Background: an optimization exercise with open tools, aiming at small area. Do not read the settings as production practice.
The RTL was checked by simulation tests, not by an equivalence proof against the original design.
Power is estimated from default activity; no workload was simulated.

==> flow/design.v (excerpt) <==
module gp_baseband_regs #(
  parameter int ACC_W = 18
) (
  input  logic                                 axi_clk,
  input  logic                                 axi_rstn,
  input  logic [31:0]                          s_axi_awaddr,
  input  logic                                 s_axi_awvalid,
  output logic                                 s_axi_awready,
  input  logic [31:0]                          s_axi_wdata,
  input  logic [3:0]                           s_axi_wstrb,
  input  logic                                 s_axi_wvalid,
  output logic                                 s_axi_wready,
  output logic [1:0]                           s_axi_bresp,
  output logic                                 s_axi_bvalid,
  input  logic                                 s_axi_bready,
  input  logic [31:0]                          s_axi_araddr,
  input  logic                                 s_axi_arvalid,
  output logic                                 s_axi_arready,
  output logic [31:0]                          s_axi_rdata,
  output logic [1:0]                           s_axi_rresp,
  output logic                                 s_axi_rvalid,
  input  logic                                 s_axi_rready,
  input  logic                                 dump_pulse,
  input  logic signed [ACC_W-1:0]              i_early,
  input  logic signed [ACC_W-1:0]              q_early,
  input  logic signed [ACC_W-1:0]              i_prompt,
  input  logic signed [ACC_W-1:0]              q_prompt,
  input  logic signed [ACC_W-1:0]              i_late,
  input  logic signed [ACC_W-1:0]              q_late,
  input  gp_meas_pkg::epoch_t                  epoch_dump,
  input  gp_meas_pkg::epoch_t                  tic_epoch,
  input  logic [gp_meas_pkg::CODE_PHASE_W-1:0] tic_code_phase,
  input  logic [gp_meas_pkg::CODE_NCO_W-1:0]   tic_code_nco,
  input  logic [gp_meas_pkg::CARR_CYCLE_W-1:0] tic_carr_cycle,
  input  logic [gp_meas_pkg::CARR_NCO_W-1:0]   tic_carr_nco,
  output logic                                 tic_pulse
);
clock: 6.0 ns
lec_check: 0
cap_margin: 20
core_margin: 2
core_utilization: 60
slew_margin: 20
synth_hierarchical: 1
standard.sh (not shown) runs the stock make flow with config.mk's settings and CLKGATE_MAP_FILE= SYNTH_SCRIPT=/design/flow/synth_recipe.tcl, a recipe that flattens the netlist after the stock synthesis.
==> flow/flow/run.sh <==
#!/bin/bash
# Standard ORFS layout with two changes: the ports are buffered with the smallest buffer, and
# the clock tree groups about 9 flip-flops on each leaf buffer and adds no dummy loads.
set -euo pipefail
bash standard.sh synth > synth.log 2>&1
bash standard.sh "BUFFER_PORTS_ARGS=-buffer_cell sky130_fd_sc_hd__buf_1" \
  "CTS_ARGS=-sink_clustering_enable -repair_clock_nets -dont_use_dummy_load -buf_list sky130_fd_sc_hd__clkbuf_4 -root_buf sky130_fd_sc_hd__clkbuf_8 -sink_clustering_size 9 -sink_clustering_max_diameter 50" \
  finish > layout.log 2>&1
Rerun with:
--- a/flow/design.v
+++ b/flow/design.v
@@ -388,26 +388,24 @@
     end else if (pend2) begin
       for (int b = 0; b < 4; b++) begin
         if (wsel == 2'd1 && wstrb_q[b]) tic_cycles[8*b +: 8] <= wdata_q[8*b +: 8];
       end
       if (wsel == 2'd2 && wstrb_q[0]) tic_enable <= wdata_q[0];
     end
   end
   assign en_host = pend_ctl ? wdata_q[0] : tic_enable;
   function automatic logic [31:0] carries(input logic [31:0] q, input logic c0);
-    logic [3:0] seg;
+    logic [1:0] seg;
     seg[0] = c0;
-    seg[1] = c0 && (&q[7:0]);
-    seg[2] = c0 && (&q[7:0]) && (&q[15:8]);
-    seg[3] = c0 && (&q[7:0]) && (&q[15:8]) && (&q[23:16]);
-    for (int k = 0; k < 4; k++) begin
-      carries[8*k] = seg[k];
-      for (int i = 1; i < 8; i++) carries[8*k+i] = carries[8*k+i-1] && q[8*k+i-1];
+    seg[1] = c0 && (&q[15:0]);
+    for (int k = 0; k < 2; k++) begin
+      carries[16*k] = seg[k];
+      for (int i = 1; i < 16; i++) carries[16*k+i] = carries[16*k+i-1] && q[16*k+i-1];
     end
   endfunction
   logic [31:0] cnt1;
   logic [31:0] cnt1_cy;
   logic        hit;
   logic        run;
   assign cnt1_cy = carries(cnt1, 1'b1);
   assign hit     = cnt1 == tic_cycles || tic_cycles[31:1] == 31'd0;
   assign run     = axi_rstn && tic_enable && !hit;
After rerunning: The new run produced a clean layout; clock power is about the same; non-clock buffer count rises by 3; maximum frequency went down by 13%; setup slack got worse by 0.56 ns; wire length climbs by 0.80%; sequential share of layout area grows by 0.14 points; hold slack is worse by 0.010 ns; power came out higher by 0.40%; count of clock-buffer cells in the layout grows by 1; global-route usage is higher by 0.39 points.

==> what the ideal ports hide <==
The results above use ideal ports. As a check the final layouts listed here were re-extracted and re-timed, cells and wires unchanged. Step 1 (the two cells are an assumption about what drives the block):
set clk [get_ports {axi_clk}]
set_driving_cell -lib_cell sky130_fd_sc_hd__clkbuf_16 $clk
set_driving_cell -lib_cell sky130_fd_sc_hd__buf_2 [delete_from_list [all_inputs] $clk]
Step 2 moves the port delays by t, midway between the first and last clock arrival at a register: inputs arrive t later, outputs are due t later. That takes back most of the time a late clock gives input paths. a / b / c = no drivers / after step 1 / after step 2; a / b = the first two.
run | shift t [ns] | setup WS [ns] | hold slack, ns | slew at the worst register clock pin (ns)
the first run | 0.596 | 2.311 / 2.341 / 1.745 | 0.444 / 0.444 / 0.444 | 0.10 / 0.10
the second run | 0.586 | 1.748 / 1.720 / 1.134 | 0.434 / 0.434 / 0.434 | 0.11 / 0.11
After both steps setup and hold are still met in every run listed. The setup slack of the second run, which loses most, moves by -0.028 ns with the drivers and by -0.614 ns with both steps.
